What follows belongs to an exercise in optimizing a design on an open flow for small area, a short achievable clock period and few clock cycles; a production flow would make more cautious choices.
The RTL was checked by simulation tests, not by an equivalence proof against the original design.
Power figures rest on the tool's default switching activity, not on a simulated workload.

== v45 ==
==> flow/design.v (excerpt) <==
module cnn_engine (
	input  wire        clk,
	input  wire        reset,
	input  wire        start,
	input  wire [12:0] fm_wr,
	input  wire [16:0] wt_wr,
	output wire [24:0] res,
	output wire        busy,
	output wire        done
);
For scale: ~6,600 cells after synthesis, about 1,800 flip-flops, about 60 I/O pins.
export LEC_CHECK = 0
export CAP_MARGIN = 40
export CORE_MARGIN = 2
export CORE_UTILIZATION = 60
export CTS_CLUSTER_DIAMETER = 80
export CTS_CLUSTER_SIZE = 20
export SLEW_MARGIN = 20
export SETUP_SLACK_MARGIN = 6.0
export BUFFER_PORTS_ARGS = -buffer_cell sky130_fd_sc_hd__buf_4
create_clock -name core_clock -period 10.0 [get_ports {clk}]
standard.sh (not shown) runs the stock make flow with config.mk's settings and CLKGATE_MAP_FILE= SYNTH_SCRIPT=/design/flow/synth_recipe.tcl, a recipe that flattens the netlist after the stock synthesis.
==> flow/flow/run.sh <==
#!/bin/bash
set -o pipefail
cp standard.sh standard_sh_copy.txt
sed -i '/SETUP_SLACK_MARGIN/d; /BUFFER_PORTS_ARGS/d' config.mk
echo "export SETUP_SLACK_MARGIN = 6.0" >> config.mk
echo "export BUFFER_PORTS_ARGS = -buffer_cell sky130_fd_sc_hd__buf_4" >> config.mk
cp config.mk config_used.txt
bash standard.sh > standard.log 2>&1
Testbench counts of v45, summed over its fixed seeds: cycles 2,976.
--- input diff v45..v21 ---
- changing SETUP_SLACK_MARGIN from 6.0 to 6.3
==> flow/flow/run.sh <==
#!/bin/bash
set -o pipefail
cp standard.sh standard_sh_copy.txt
sed -i '/SETUP_SLACK_MARGIN/d; /BUFFER_PORTS_ARGS/d' config.mk
echo "export SETUP_SLACK_MARGIN = 6.3" >> config.mk
echo "export BUFFER_PORTS_ARGS = -buffer_cell sky130_fd_sc_hd__buf_4" >> config.mk
cp config.mk config_used.txt
bash standard.sh > standard.log 2>&1
Notes after the runs:
In the tables for v45 and v21, post-synthesis to final-layout area growth reads higher with v21. v21 against v45: peak fanout along the critical path grew by about 14%; clock distribution area overhead in the final layout held steady; worst hold margin went down by 0.10 ns; number of non-clock buffers went up 46%.
Input changes introduced in v33 (baseline for comparison: v21):
- BUFFER_PORTS_ARGS: -buffer_cell sky130_fd_sc_hd__buf_4 -> unset
- SETUP_SLACK_MARGIN: 6.3 -> 6.2
==> flow/flow/run.sh <==
#!/bin/bash
set -o pipefail
cp standard.sh standard_sh_copy.txt
sed -i '/SETUP_SLACK_MARGIN/d' config.mk
echo "export SETUP_SLACK_MARGIN = 6.2" >> config.mk
cp config.mk config_used.txt
bash standard.sh > standard.log 2>&1
Findings:
- Summary of v33 over v21: global-route usage closely matched the old numbers; pin count of the biggest net entering global routing increased by 7 relative to the old numbers; achievable clock frequency decreased by 0.0057 GHz relative to the old numbers.
- End point of the critical path = g_lane[3].i_mac_lane.w1[12][3]$_DFFE_PP_: v33; end point of the critical path = g_lane[1].i_mac_lane.p0_q[14]$_DFF_P_: v21
Changes in v17 relative to v33:
- setting BUFFER_PORTS_ARGS to -buffer_cell sky130_fd_sc_hd__buf_4 for the first time
- changing SETUP_SLACK_MARGIN from 6.2 to 6.4
- removing CTS_CLUSTER_DIAMETER (formerly 80)
- removing CTS_CLUSTER_SIZE (formerly 20)
==> flow/flow/run.sh <==
#!/bin/bash
set -o pipefail
cp standard.sh standard_sh_copy.txt
sed -i '/SETUP_SLACK_MARGIN/d; /BUFFER_PORTS_ARGS/d' config.mk
echo "export SETUP_SLACK_MARGIN = 6.4" >> config.mk
echo "export BUFFER_PORTS_ARGS = -buffer_cell sky130_fd_sc_hd__buf_4" >> config.mk
cp config.mk config_used.txt
bash standard.sh > standard.log 2>&1
--- outcome ---
- A capture point of the critical path of g_lane[3].i_mac_lane.w1[12][3]$_DFFE_PP_ is what v33 shows, while g_lane[1].i_mac_lane.p1_q[15]$_DFF_P_ belongs to v17.
- Changes observed in v17 relative to v33: count of clock-buffer cells in the layout +about 30%; area of placed instances +640 um2; final instance area +about 3.8%; combinational power +about 10%.
- Of v17 and v33, the run reporting the lower count of placed standard cells in the final layout, fillers left out was v33.
## Diff of input files: v26 against v17
- CTS_CLUSTER_SIZE: unset -> 20
- CTS_CLUSTER_DIAMETER: unset -> 80
- SETUP_SLACK_MARGIN: 6.4 -> 6.08
==> flow/flow/run.sh <==
#!/bin/bash
set -o pipefail
cp standard.sh standard_sh_copy.txt
sed -i '/SETUP_SLACK_MARGIN/d; /BUFFER_PORTS_ARGS/d' config.mk
echo "export SETUP_SLACK_MARGIN = 6.08" >> config.mk
echo "export BUFFER_PORTS_ARGS = -buffer_cell sky130_fd_sc_hd__buf_4" >> config.mk
cp config.mk config_used.txt
bash standard.sh > standard.log 2>&1
==> run summary <==
- Final setup violation count: v26 vs v17 identical
- v26 vs. v17: post-route core utilization went down by 4.3 points.
- v17 and v26 ended up with nearly the same number of input and output port buffers inserted.
- Between v17 and v26, the flow reports power consumption decreasing by more than 10%.
- Diff v17 -> v26 | global-route usage | decrease of 0.90 points
- Higher sequential power was reported by v17, not v26.
- Setup slack in v26 is 0.030 ns lower than in v17
- Via total after detailed routing, v26 vs v17: down by a few percent
- v26 has completed all stages; timing, DRC and antenna checks passed.
- Taking v17 as the reference point, the global-route wire length before repair of v26 falls by 2.7%.

---

cnn_engine again, from the RTL that the note above started with.
Settings: LEC_CHECK=0, CAP_MARGIN=40, CORE_MARGIN=2, CORE_UTILIZATION=60, CTS_CLUSTER_DIAMETER=80, CTS_CLUSTER_SIZE=20, SLEW_MARGIN=20, SETUP_SLACK_MARGIN=6.15, BUFFER_PORTS_ARGS=-buffer_cell sky130_fd_sc_hd__buf_4; clock period 10.0 ns.
==> flow/flow/run.sh <==
#!/bin/bash
set -o pipefail
cp standard.sh standard_sh_copy.txt
sed -i '/SETUP_SLACK_MARGIN/d; /BUFFER_PORTS_ARGS/d' config.mk
echo "export SETUP_SLACK_MARGIN = 6.15" >> config.mk
echo "export BUFFER_PORTS_ARGS = -buffer_cell sky130_fd_sc_hd__buf_4" >> config.mk
cp config.mk config_used.txt
bash standard.sh > standard.log 2>&1
Testbench counts at the start, summed over its fixed seeds: cycles 2,976.
Change:
--- a/flow/config.mk
+++ b/flow/config.mk
@@ -12,0 +13 @@
+export GPL_TIMING_DRIVEN = 1
Outcome:
- The new run completed with no timing, DRC or antenna violations
- die area is unchanged
- global-route usage stays the same
- via count is unchanged
- worst hold slack stays the same
- wire length stays the same
- worst setup slack stays the same
- design area does not change
- non-clock buffer count stays the same
Change:
--- a/flow/config.mk
+++ b/flow/config.mk
@@ -10,4 +10,3 @@
-export CORE_UTILIZATION = 60
-export CTS_CLUSTER_DIAMETER = 80
-export CTS_CLUSTER_SIZE = 20
-export GPL_TIMING_DRIVEN = 1
+export CORE_UTILIZATION = 65
+export CTS_CLUSTER_DIAMETER = 85
+export CTS_CLUSTER_SIZE = 22
Flip-flop and latch count is unchanged.
Area after synthesis stays the same.
Hold slack is better by 0.019 ns.
Total power is lower slightly.
Setup slack is worse by 0.15 ns.
Final area is lower slightly.
Wire length is lower by a few percent.

==> afterwards: timing with drivers on the ports <==
Ports are ideal in the flow. The routed layouts listed here were re-timed in OpenROAD.
Step 1: set_driving_cell puts a clkbuf_16 on clk and a buf_2 on each other input, an assumption about the parent block.
Step 2 times the ports against the registers' clock, not the clock port: input delays grow and output delays shrink by t, the midpoint of the rising clock arrivals with the driver on.
Slacks: ideal ports / drivers / drivers and shift; pairs: ideal ports / drivers.
| run | t, ns | setup WS [ns] | hold WS [ns] | worst setup path at the end |
|---|---|---|---|---|
| v45 | 0.824 | 6.140 / 6.140 / 5.462 | 0.472 / 0.472 / 0.472 | input to register |
| v21 | 0.830 | 6.213 / 6.213 / 5.497 | 0.369 / 0.369 / 0.369 | input to register |
| v33 | 0.824 | 6.129 / 6.171 / 5.364 | 0.369 / 0.369 / 0.369 | input to register |
| v17 | 0.876 | 6.232 / 6.232 / 5.681 | 0.350 / 0.350 / 0.350 | input to register |
| v26 | 0.831 | 6.202 / 6.202 / 5.426 | 0.372 / 0.372 / 0.372 | input to register |
| the first run of note 2 | 0.840 | 6.212 / 6.257 / 5.424 | 0.374 / 0.374 / 0.374 | input to register |
| the second run of note 2 | 0.840 | 6.212 / 6.257 / 5.424 | 0.374 / 0.374 / 0.374 | input to register |
| the third run of note 2 | 0.809 | 6.064 / 6.112 / 5.302 | 0.394 / 0.394 / 0.394 | input to register |
After both steps setup and hold are still met in every run listed.
